This design comes from an exercise in tuning for small area on the open sky130 flow, not from production work. At most, simulation tests tie the RTL to the original design; equivalence was not proved. Power is estimated from default activity; no workload was simulated.

==> flow/design.v (excerpt) <==
module riscvTop (
   input  logic        CLK,
   input  logic        RSTn,
   output logic        iMemCsn,
   output logic [11:0] iMemAddr,    
   input  logic [31:0] iMemData,
   output logic        dMemCsn,
   output logic [11:0] dMemAddr,    
   output logic [31:0] dMemDout,
   input  logic [31:0] dMemData,
   output logic        dMemWen,
   output logic        rfWe,
   output logic [4:0]  rfRa1,
   output logic [4:0]  rfRa2,
   output logic [4:0]  rfWa,
   input  logic [31:0] rfRd1,
   input  logic [31:0] rfRd2,
   output logic [31:0] rfWd,
   output logic        halt,
   output logic [31:0] numInst
);
For scale: about 570 cells after synthesis, about 270 I/O pins.
Settings: LEC_CHECK=0, CAP_MARGIN=20, CORE_MARGIN=2, CORE_UTILIZATION=40, CTS_BUF_LIST=sky130_fd_sc_hd__clkbuf_8, GPL_TIMING_DRIVEN=0, SLEW_MARGIN=20; clock period 7.0 ns.
standard.sh (not shown) runs the stock make flow with config.mk's settings and CLKGATE_MAP_FILE= SYNTH_SCRIPT=/design/flow/synth_recipe.tcl, a recipe that flattens the netlist after the stock synthesis.
==> flow/flow/run.sh <==
#!/bin/bash
# Standard ORFS layout, except that the port buffers are the smallest buffer
# (buf_1) instead of the cell buffer_ports picks by default; the resizer still
# upsizes any of them that timing, slew or capacitance need.
set -euo pipefail
export BUFFER_PORTS_ARGS="-buffer_cell sky130_fd_sc_hd__buf_1"
bash standard.sh > standard_make.log 2>&1
The first run completed without violations.
Then changed:
==> flow/flow/run.sh (replaced) <==
#!/bin/bash
# Standard ORFS layout with two changes:
#  - ABC maps the combinational logic for area (flow/abc_area.script) instead
#    of ORFS's delay-oriented script; everything else in synthesis, including
#    the flip-flops and their names, is unchanged;
#  - the port buffers are the smallest buffer (buf_1); the resizer still
#    upsizes any that timing, slew or capacitance need.
set -euo pipefail
rm -rf scripts_local
cp -r "$FLOW_HOME/scripts" scripts_local
cp flow/abc_area.script scripts_local/abc_speed.script
export SCRIPTS_DIR="$PWD/scripts_local"
export BUFFER_PORTS_ARGS="-buffer_cell sky130_fd_sc_hd__buf_1"
bash standard.sh > standard_make.log 2>&1
==> flow/flow/abc_area.script (new file) <==
strash
dch
amap
strash
dch -f
amap
topo
stime -c
Settings changed: GPL_TIMING_DRIVEN 0 to default.
=>
- design area shrinks by 13%
- worst setup slack gets better by 0.25 ns
- fmax grows by 3.9%
- total power shrinks by about 11%
- flip-flop and latch count does not change
- first-iteration DRC count grows by 2.1%
- hold slack is about the same
- combinational power shrinks by 26%
- register-to-register slack gets better by 0.42 ns
- routed wire length shrinks by about 4%
- synthesized area shrinks by about 12%
Then changed:
==> flow/flow/run.sh (replaced) <==
#!/bin/bash
# Standard ORFS layout, except that the port buffers are the smallest buffer
# (buf_1) instead of the cell buffer_ports picks by default; the resizer still
# upsizes any of them that timing, slew or capacitance need.
set -euo pipefail
export BUFFER_PORTS_ARGS="-buffer_cell sky130_fd_sc_hd__buf_1"
bash standard.sh > standard_make.log 2>&1
removed: flow/flow/abc_area.script
=>
- final cell count drops by 1.4%
- flip-flop and latch count stays the same
- die area climbs by 13%
- global-route usage drops by 1.9 points
- power climbs by 9.6%
- setup slack degrades by 0.19 ns
- utilization drops by 2.7 points
- routed wire length drops by 1.5%
- cell area climbs by 8.4%

* * *

riscvTop, a different RTL version from the one above (not shown whole).
Size in the first run: ~90 flip-flops, about 270 I/O pins, ~4800 sq um of cells after synthesis.
clock: 7.0 ns
lec_check: 0
cap_margin: 20
core_margin: 2
core_utilization: 55
cts_buf_list: sky130_fd_sc_hd__clkbuf_8
slew_margin: 20
==> flow/flow/run.sh <==
#!/bin/bash
# The standard ORFS layout (standard.sh), with these changes:
#  - synthesis: ABC maps the combinational logic for area
#    (flow/abc_area.script, in place of ORFS's delay-oriented abc_speed.script)
#    and adders are left to ABC as well instead of being mapped to the
#    library's half and full adders (ADDER_MAP_FILE empty). Everything else in
#    synthesis, including the flip-flops, their cell types and their names, is
#    ORFS's own;
#  - placement: the port buffers are the smallest buffer (buf_1) instead of
#    the cell buffer_ports picks; the resizer still upsizes any that timing,
#    slew or capacitance need;
#  - clock tree: clkbuf_8 buffers and no dummy loads.
# ORFS's logs are under orfs/logs/; make's own output is in standard_make.log.
set -euo pipefail
rm -rf scripts_local
cp -r "$FLOW_HOME/scripts" scripts_local
cp flow/abc_area.script scripts_local/abc_speed.script
export SCRIPTS_DIR="$PWD/scripts_local"
export ADDER_MAP_FILE=
export BUFFER_PORTS_ARGS="-buffer_cell sky130_fd_sc_hd__buf_1"
export CTS_ARGS="-sink_clustering_enable -repair_clock_nets -buf_list sky130_fd_sc_hd__clkbuf_8 -dont_use_dummy_load"
bash standard.sh > standard_make.log 2>&1
==> flow/flow/abc_area.script <==
strash
&get -n
&st
&syn2
&synch2
&put
dch -f
amap
strash
dch -f
amap
topo
stime -c
Then changed:
==> flow/flow/run.sh (replaced) <==
#!/bin/bash
# Standard ORFS layout with two changes:
#  - ABC maps the combinational logic for area (flow/abc_area.script) instead
#    of ORFS's delay-oriented script, and adders are left to ABC too instead
#    of being mapped to the library's half and full adders (no
#    ADDER_MAP_FILE); everything else in synthesis, including the flip-flops
#    and their names, is unchanged;
#  - the port buffers are the smallest buffer (buf_1); the resizer still
#    upsizes any that timing, slew or capacitance need.
set -euo pipefail
rm -rf scripts_local
cp -r "$FLOW_HOME/scripts" scripts_local
cp flow/abc_area.script scripts_local/abc_speed.script
export SCRIPTS_DIR="$PWD/scripts_local"
export ADDER_MAP_FILE=
export BUFFER_PORTS_ARGS="-buffer_cell sky130_fd_sc_hd__buf_1"
export CTS_ARGS="-sink_clustering_enable -repair_clock_nets -buf_list sky130_fd_sc_hd__clkbuf_8 -dont_use_dummy_load"
bash standard.sh > standard_make.log 2>&1
CORE_UTILIZATION = 40   (was 55)
Effect: The changed run passed the timing, DRC and antenna checks. Power stays flat. Clock-buffer cell count stays the same. Critical path depth decreases by 1. Via count decreases by 1.5%. Setup slack got worse by 62 ps.
Then changed:
==> flow/flow/run.sh (replaced) <==
#!/bin/bash
# The standard ORFS layout (standard.sh), with these changes:
#  - synthesis: ABC maps the combinational logic for area
#    (flow/abc_area.script, in place of ORFS's delay-oriented abc_speed.script)
#    and adders are left to ABC as well instead of being mapped to the
#    library's half and full adders (ADDER_MAP_FILE empty). Everything else in
#    synthesis, including the flip-flops, their cell types and their names, is
#    ORFS's own;
#  - placement: the port buffers are the smallest buffer (buf_1) instead of
#    the cell buffer_ports picks; the resizer still upsizes any that timing,
#    slew or capacitance need;
#  - clock tree: clkbuf_8 buffers and no dummy loads.
# ORFS's logs are under orfs/logs/; make's own output is in standard_make.log.
set -euo pipefail
rm -rf scripts_local
cp -r "$FLOW_HOME/scripts" scripts_local
cp flow/abc_area.script scripts_local/abc_speed.script
export SCRIPTS_DIR="$PWD/scripts_local"
export ADDER_MAP_FILE=
export BUFFER_PORTS_ARGS="-buffer_cell sky130_fd_sc_hd__buf_1"
export CTS_ARGS="-sink_clustering_enable -repair_clock_nets -buf_list sky130_fd_sc_hd__clkbuf_8 -dont_use_dummy_load"
bash standard.sh > standard_make.log 2>&1
CORE_UTILIZATION = 30   (was 40)
After rerunning:
- The changed run finished clean
- fmax is about the same
- wire length goes up by 2.4%
- cell count goes up by 8.1%
Then changed:
==> flow/flow/run.sh (replaced) <==
#!/bin/bash
# Standard ORFS layout with two changes:
#  - ABC maps the combinational logic for area (flow/abc_area.script) instead
#    of ORFS's delay-oriented script; everything else in synthesis, including
#    the flip-flops and their names, is unchanged;
#  - the port buffers are the smallest buffer (buf_1); the resizer still
#    upsizes any that timing, slew or capacitance need.
set -euo pipefail
rm -rf scripts_local
cp -r "$FLOW_HOME/scripts" scripts_local
cp flow/abc_area.script scripts_local/abc_speed.script
export SCRIPTS_DIR="$PWD/scripts_local"
export BUFFER_PORTS_ARGS="-buffer_cell sky130_fd_sc_hd__buf_1"
export CTS_ARGS="-sink_clustering_enable -repair_clock_nets -buf_list sky130_fd_sc_hd__clkbuf_8 -dont_use_dummy_load"
bash standard.sh > standard_make.log 2>&1
CORE_UTILIZATION = 40   (was 30)
What happened: The new run produced a clean layout. Via count is lower by 0.40%. Cell count went down by 8.6%. Synthesized area is higher by 2.0%. Cell area rises by 0.54%. Core utilization grows by 12 points. Clock-buffer cell count stays the same. Flip-flop and latch count does not change. Combinational power rose by about 50%.

* * *

Another version of the RTL of riscvTop (not shown whole).
For scale: ~560 cells after synthesis, roughly 270 I/O pins, roughly 5200 µm² of cells after synthesis.
clock: 7.0 ns
lec_check: 0
cap_margin: 20
core_margin: 2
core_utilization: 40
cts_buf_list: sky130_fd_sc_hd__clkbuf_8
slew_margin: 20
==> flow/flow/run.sh <==
#!/bin/bash
# Standard ORFS layout with two changes:
#  - ABC maps the combinational logic for area (flow/abc_area.script) instead
#    of ORFS's delay-oriented script; everything else in synthesis, including
#    the flip-flops and their names, is unchanged;
#  - the port buffers are the smallest buffer (buf_1); the resizer still
#    upsizes any that timing, slew or capacitance need.
set -euo pipefail
rm -rf scripts_local
cp -r "$FLOW_HOME/scripts" scripts_local
cp flow/abc_area.script scripts_local/abc_speed.script
export SCRIPTS_DIR="$PWD/scripts_local"
export BUFFER_PORTS_ARGS="-buffer_cell sky130_fd_sc_hd__buf_1"
export CTS_ARGS="-repair_clock_nets -buf_list sky130_fd_sc_hd__clkbuf_16 -dont_use_dummy_load"
bash standard.sh > standard_make.log 2>&1
==> flow/flow/abc_area.script <==
strash
dch
amap
strash
dch -f
amap
topo
stime -c
The starting point passed the timing, DRC and antenna checks.
Rerun with:
--- a/flow/flow/run.sh
+++ b/flow/flow/run.sh
@@ -13,3 +13,3 @@
 export BUFFER_PORTS_ARGS="-buffer_cell sky130_fd_sc_hd__buf_1"
-export CTS_ARGS="-repair_clock_nets -buf_list sky130_fd_sc_hd__clkbuf_16 -dont_use_dummy_load"
+export CTS_ARGS="-sink_clustering_enable -repair_clock_nets -buf_list sky130_fd_sc_hd__clkbuf_8 -dont_use_dummy_load"
 bash standard.sh > standard_make.log 2>&1
The changed run went through all stages and came out clean; final cell count stays the same; first-iteration DRC count grows by 24%; flip-flop and latch count does not change; wire length hardly moves; via count is about the same; register-to-register slack barely changes; cell area shrinks by 1.6%; power shrinks by 7.3%.

* * *

== red ==
riscvTop with an RTL version that a note above also has.
Size in the first run: about 570 cells after synthesis, ~88 flip-flops, roughly 270 I/O pins, about 0.0058 mm^2 of cells after synthesis.
Settings: LEC_CHECK=0, CAP_MARGIN=5, CORE_MARGIN=2, CORE_UTILIZATION=40, CTS_BUF_LIST=sky130_fd_sc_hd__clkbuf_8, GPL_TIMING_DRIVEN=0, SLEW_MARGIN=5; clock period 7.0 ns.
==> flow/flow/run.sh <==
#!/bin/bash
# Standard ORFS layout, except that the port buffers are the smallest buffer
# (buf_1) instead of the cell buffer_ports picks by default; the resizer still
# upsizes any of them that timing, slew or capacitance need.
set -euo pipefail
export BUFFER_PORTS_ARGS="-buffer_cell sky130_fd_sc_hd__buf_1"
bash standard.sh > standard_make.log 2>&1
diff inputs: red => blue
- CAP_MARGIN changed from 5 to 20
- GPL_TIMING_DRIVEN removed (was 0)
- SLEW_MARGIN changed from 5 to 20
==> flow/flow/run.sh <==
#!/bin/bash
# Standard ORFS layout, except: port buffers are the smallest buffer (buf_1),
# and the clock tree is built from one large sink cluster without dummy loads.
set -euo pipefail
export BUFFER_PORTS_ARGS="-buffer_cell sky130_fd_sc_hd__buf_1"
export CTS_ARGS="-sink_clustering_enable -repair_clock_nets -buf_list sky130_fd_sc_hd__clkbuf_16 -sink_clustering_size 100 -sink_clustering_max_diameter 500 -dont_use_dummy_load"
bash standard.sh > standard_make.log 2>&1
blue finished every stage and its layout cleared the timing, DRC and antenna checks.
The share of power burned in the clock network of blue is higher than that of red.
Critical path required time ended up 30 ps lower on blue than on red.
blue against red; routed length per instance is up slightly.
Register-to-register slack (higher): blue
For routed wire length, dividing the value from red by the value from blue gives 1.06.
Min share of final-layout standard cells stronger than drive strength 1 across red and blue: blue
red → blue: ratio of final minimum period to clock period decreased by 0.51 points relative to the old numbers, cell area fell by about 6%, sum of internal, switching and leakage power down 3.3%, global-route usage moved down.

* * *

Another version of the RTL of riscvTop (not shown whole).
Size: ~560 cells after synthesis, roughly 5100 sq um of cells after synthesis.
// riscvTop
module riscvTop (
   input  logic        CLK,
   input  logic        RSTn,
   output logic        iMemCsn,
   output logic [11:0] iMemAddr,    
   input  logic [31:0] iMemData,
   output logic        dMemCsn,
   output logic [11:0] dMemAddr,    
   output logic [31:0] dMemDout,
   input  logic [31:0] dMemData,
   output logic        dMemWen,
   output logic        rfWe,
   output logic [4:0]  rfRa1,
   output logic [4:0]  rfRa2,
   output logic [4:0]  rfWa,
   input  logic [31:0] rfRd1,
   input  logic [31:0] rfRd2,
   output logic [31:0] rfWd,
   output logic        halt,
   output logic [31:0] numInst
);
export LEC_CHECK = 0
export CAP_MARGIN = 20
export CORE_MARGIN = 2
export CORE_UTILIZATION = 65
export CTS_BUF_LIST = sky130_fd_sc_hd__clkbuf_8
export SLEW_MARGIN = 20
create_clock -name core_clock -period 7.0 [get_ports {CLK}]
==> flow/flow/run.sh <==
#!/bin/bash
# Standard ORFS layout with two changes:
#  - ABC maps the combinational logic for area (flow/abc_area.script) instead
#    of ORFS's delay-oriented script; everything else in synthesis, including
#    the flip-flops and their names, is unchanged;
#  - the port buffers are the smallest buffer (buf_1); the resizer still
#    upsizes any that timing, slew or capacitance need.
set -euo pipefail
rm -rf scripts_local
cp -r "$FLOW_HOME/scripts" scripts_local
cp flow/abc_area.script scripts_local/abc_speed.script
export SCRIPTS_DIR="$PWD/scripts_local"
export BUFFER_PORTS_ARGS="-buffer_cell sky130_fd_sc_hd__buf_1"
export CTS_ARGS="-sink_clustering_enable -repair_clock_nets -buf_list sky130_fd_sc_hd__clkbuf_8 -dont_use_dummy_load"
bash standard.sh > standard_make.log 2>&1
==> flow/flow/abc_area.script <==
strash
&get -n
&st
&syn2
&synch2
&put
dch -f
amap
strash
dch -f
amap
topo
stime -c
==> next run, changes <==
CAP_MARGIN = 5   (was 20)
CORE_UTILIZATION = 40   (was 65)
SLEW_MARGIN = 5   (was 20)
Sequential power came out lower by 3.9%.
Total power came out lower by 1.4%.
Final cell count came out higher by 8.2%.
Worst setup slack is better by 0.11 ns.
Register-to-register slack is better by 0.26 ns.
Fmax came out higher by 1.8%.
Synthesized area stays the same.
Clock power hardly moves.
No functional check of the RTL was part of any run of this note.

* * *

The RTL this note starts from:
==> flow/design.v <==
`timescale 1ns/1ps
module riscvTop (
   input  logic        CLK,
   input  logic        RSTn,
   output logic        iMemCsn,
   output logic [11:0] iMemAddr,    
   input  logic [31:0] iMemData,
   output logic        dMemCsn,
   output logic [11:0] dMemAddr,    
   output logic [31:0] dMemDout,
   input  logic [31:0] dMemData,
   output logic        dMemWen,
   output logic        rfWe,
   output logic [4:0]  rfRa1,
   output logic [4:0]  rfRa2,
   output logic [4:0]  rfWa,
   input  logic [31:0] rfRd1,
   input  logic [31:0] rfRd2,
   output logic [31:0] rfWd,
   output logic        halt,
   output logic [31:0] numInst
);
   logic [9:0]  pc;       
   logic [3:0]  ph;
   logic [31:0] r;
   logic [3:1]  prev;    
   logic        carry, eq;
   wire [31:0] ins = iMemData;
   wire [2:0]  f3  = ins[14:12];
   wire isJal   = ins[3];
   wire isLui   = ins[2] & ~ins[3];
   wire isSys   = ins[6] & ins[4];
   wire isBr    = ins[6] & ~ins[4] & ~ins[2];
   wire isLoad  = ~ins[5] & ~ins[4];
   wire isStore = ~ins[6] & ins[5] & ~ins[4];
   wire isImm   = ~ins[5] & ins[4];
   wire isAlu   = ~ins[6] & ins[4] & ~ins[2];    
   wire isReg   = isAlu & ins[5];
   wire regWr   = isAlu | isLui | isJal | isLoad;
   wire aluOp   = isAlu & ~p2;
   wire isSll   = aluOp & (f3 == 3'b001);
   wire isSrl   = aluOp & (f3 == 3'b101);
   wire isSlt   = aluOp & (f3 == 3'b010);
   wire isLogic = aluOp & f3[2] & (f3[1] | ~f3[0]);    
   wire isSub   = ~p2 & ((isReg & (f3 == 3'b000) & ins[30]) | (isAlu & (f3 == 3'b010)) | isBr);
   wire p2    = ph[3] & ~ph[2];             
   wire prime = (ph == 4'd15);
   wire wr    = ph[3] & ~ph[1] & ~ph[0];    
   wire [2:0] dig = ph[2:0];
   wire [4:0] shamt = isImm ? ins[24:20] : rfRd2[4:0];
   wire       frac  = |shamt[1:0];
   logic [3:0] ri;
   logic [1:0] fs;
   always_comb begin
      fs = 2'd0;
      if (isSrl)      fs = -shamt[1:0];
      else if (isSll) fs = shamt[1:0];
   end
   wire [3:0] first = isSrl ? {1'b0, shamt[4:2]} : isSll ? {1'b1, ~shamt[4:2]} : 4'hf;
   wire       setup = (ph == 4'd14);
   wire       hold  = prime & isSrl & ~frac;
   always_ff @(posedge CLK) ri <= setup ? first : ri + {3'd0, ~hold};
   wire       usePc   = isJal | p2;
   wire       inRange = ~ri[3] & ~isLui & ~usePc;
   logic [3:0] pcDig;
   always_comb begin
      case (dig)
         3'd0: pcDig = {pc[1:0], 2'b00};
         3'd1: pcDig = pc[5:2];
         3'd2: pcDig = pc[9:6];
         default: pcDig = 4'd0;
      endcase
   end
   wire [3:0] cur = inRange ? rfRd1[{ri[2:0], 2'b00} +: 4] : (usePc ? pcDig : 4'd0);
   logic [3:0] opA;
   always_comb begin
      case (fs)
         2'd0: opA = cur;
         2'd1: opA = {cur[2:0], prev[3]};
         2'd2: opA = {cur[1:0], prev[3:2]};
         default: opA = {cur[0], prev[3:1]};
      endcase
   end
   wire taken = isJal | (isBr & (eq ^ ins[12]));
   wire useS  = isStore | isBr;
   logic [3:0] immIS;
   always_comb begin
      case (dig)
         3'd0: immIS = useS ? ins[10:7] : ins[23:20];
         3'd1: immIS = {ins[27:25], useS ? ins[11] : ins[24]};
         3'd2: immIS = {p2 ? (isJal ? ins[20] : ins[7]) : ins[31], ins[30:28]};
         default: immIS = {4{ins[31]}};
      endcase
   end
   wire [3:0] four   = {1'b0, dig == 3'd0, 2'b00};
   wire [3:0] immU   = (dig < 3'd3) ? 4'd0 : ins[{dig, 2'b00} +: 4];
   wire [3:0] rs2Dig = rfRd2[{dig, 2'b00} +: 4];
   logic [3:0] opB;
   always_comb begin
      if (p2)                opB = taken ? immIS : four;
      else if (isReg | isBr) opB = rs2Dig;
      else if (isLui)        opB = immU;
      else if (isJal)        opB = four;
      else                   opB = immIS;
   end
   wire isShift = isSll | isSrl;
   wire [3:0] bx = (opB ^ {4{isSub}}) & {4{~isShift}};
   wire [3:0] p  = opA ^ bx;
   wire [3:0] g  = opA & bx;
   wire X = ~isSlt & ~(isLogic & f3[1] & f3[0]);
   wire A = ~isSlt & ~isLogic;
   wire O = isLogic & f3[1];
   logic [4:0] c;
   logic [3:0] out;
   always_comb begin
      c[0] = carry;
      for (int i = 0; i < 4; i++) begin
         out[i]   = ((p[i] & X) ^ (c[i] & A)) | (g[i] & O);
         c[i + 1] = g[i] | (p[i] & c[i]);
      end
   end
   wire lt  = ~c[4] ^ opA[3] ^ opB[3];
   wire p1dig = ~ph[3];
   wire last1 = p1dig & (dig == 3'd7);    
   always_ff @(posedge CLK) begin
      r     <= {out, r[31:4]};
      prev  <= cur[3:1];
      carry <= prime ? isSub : c[4] & ~last1;
      eq    <= (last1 & isSlt) ? lt : ((p1dig & (dig == 3'd0)) | eq) & (~p1dig | (out == 4'd0));
   end
   wire last = p2 & ph[1];                  
   always_ff @(posedge CLK) begin
      if (RSTn) begin
         ph   <= 4'd14;
         pc   <= 10'd0;
         halt <= 1'b0;
      end else begin
         case (ph)
            4'd10:   ph <= 4'd14;
            default: ph <= ph + 4'd1;
         endcase
         if (last && !isSys) pc <= {out, r[31:26]};
         if (wr && isSys) halt <= 1'b1;
      end
   end
   logic       cc, clr;
   wire        rot = p1dig & ~halt;
   wire [4:0]  inc = {1'b0, clr ? 4'd0 : numInst[3:0]} + {4'd0, (dig == 3'd0) | cc};
   always_ff @(posedge CLK) begin
      cc <= inc[4];
      if (rot) numInst <= {inc[3:0], numInst[31:4]};
      if (RSTn) clr <= 1'b1;
      else if (rot && dig == 3'd7) clr <= 1'b0;
   end
   assign iMemCsn  = 1'b0;
   assign iMemAddr = {pc, 2'b00};
   assign rfRa1    = ins[19:15];
   assign rfRa2    = ins[24:20];
   assign rfWa     = ins[11:7];
   assign rfWe     = wr & regWr & (ins[11:7] != 5'd0);
   assign rfWd     = isLoad ? dMemData : {r[31:1], r[0] | (isAlu & (f3 == 3'b010) & eq)};
   assign dMemCsn  = 1'b0;
   assign dMemWen  = ~(wr & isStore);
   assign dMemAddr = r[13:2];
   assign dMemDout = rfRd2;
endmodule
Settings: LEC_CHECK=0, CAP_MARGIN=20, CORE_MARGIN=2, CORE_UTILIZATION=40, CTS_BUF_LIST=sky130_fd_sc_hd__clkbuf_8, SLEW_MARGIN=20; clock period 7.0 ns.
==> flow/flow/run.sh <==
#!/bin/bash
# The standard ORFS layout (standard.sh), with these changes:
#  - synthesis: ABC maps the combinational logic for area
#    (flow/abc_area.script, in place of ORFS's delay-oriented abc_speed.script)
#    and adders are left to ABC as well instead of being mapped to the
#    library's half and full adders (ADDER_MAP_FILE empty). Everything else in
#    synthesis, including the flip-flops, their cell types and their names, is
#    ORFS's own;
#  - placement: the port buffers are the smallest buffer (buf_1) instead of
#    the cell buffer_ports picks; the resizer still upsizes any that timing,
#    slew or capacitance need;
#  - clock tree: clkbuf_8 buffers and no dummy loads.
# ORFS's logs are under orfs/logs/; make's own output is in standard_make.log.
set -euo pipefail
rm -rf scripts_local
cp -r "$FLOW_HOME/scripts" scripts_local
cp flow/abc_area.script scripts_local/abc_speed.script
export SCRIPTS_DIR="$PWD/scripts_local"
export ADDER_MAP_FILE=
export BUFFER_PORTS_ARGS="-buffer_cell sky130_fd_sc_hd__buf_1"
export CTS_ARGS="-sink_clustering_enable -repair_clock_nets -buf_list sky130_fd_sc_hd__clkbuf_8 -dont_use_dummy_load"
bash standard.sh > standard_make.log 2>&1
Scripts as last shown in full above: flow/flow/abc_area.script
The baseline produced a clean layout.
Next try:
==> flow/flow/abc_area.script (replaced) <==
strash
&get -n
&st
&syn2
&synch2
&put
dch -f
amap -x
strash
dch -f
amap -x
topo
stime -c
What happened:
- worst hold slack gets better by 7.4 ps
- worst setup slack gets worse by 66 ps
- die area hardly moves
- area after synthesis went down by 0.31%
- first-iteration DRC count went down by about 11%
- final cell count went down by about 0.8%

-- re-timing with driven ports --
The flow's constraints put no driver on any port. The routed layouts listed below were extracted and timed again, unchanged, in two steps.
Step 1, drivers: a clkbuf_16 drives CLK and a buf_2 each remaining input, both assumed.
Step 2 also shifts input and output timing later by t, the mid clock arrival at the registers, as if the neighbouring blocks saw the same clock.
Three values: ideal, step 1, step 2; two values: the first two.
run	t, ns	setup WS [ns]	worst slew at a driven data input, ns	pins driven straight from the clock port
the first run of note 1	0.408	0.305 / 0.291 / -0.117	0.08	1
the second run of note 1	0.378	0.559 / 0.555 / 0.177	0.06	1
the third run of note 1	0.397	0.371 / 0.364 / -0.033	0.08	1
the first run of note 2	0.373	0.928 / 0.896 / 0.523	0.07	1
the second run of note 2	0.384	0.866 / 0.830 / 0.446	0.07	1
the third run of note 2	0.384	0.850 / 0.837 / 0.453	0.05	1
the fourth run of note 2	0.367	1.387 / 1.392 / 1.025	0.06	1
the first run of note 3	0.366	0.794 / 0.802 / 0.436	0.07	1
the second run of note 3	0.382	0.811 / 0.814 / 0.432	0.07	1
red	0.403	0.310 / 0.300 / -0.103	0.08	1
blue	0.382	0.346 / 0.341 / -0.040	0.08	1
the first run of note 5	0.369	1.027 / 1.038 / 0.669	0.07	1
the second run of note 5	0.402	1.134 / 1.142 / 0.740	0.05	1
the first run of note 6	0.384	0.866 / 0.830 / 0.446	0.07	1
the second run of note 6	0.357	0.800 / 0.805 / 0.448	0.05	1
Met with ideal ports but missed after step 2: setup timing in the first run of note 1, the third run of note 1, red and blue. The setup slack of the first run of note 1, which loses most, moves by -0.014 ns with the drivers and by -0.422 ns with both steps.
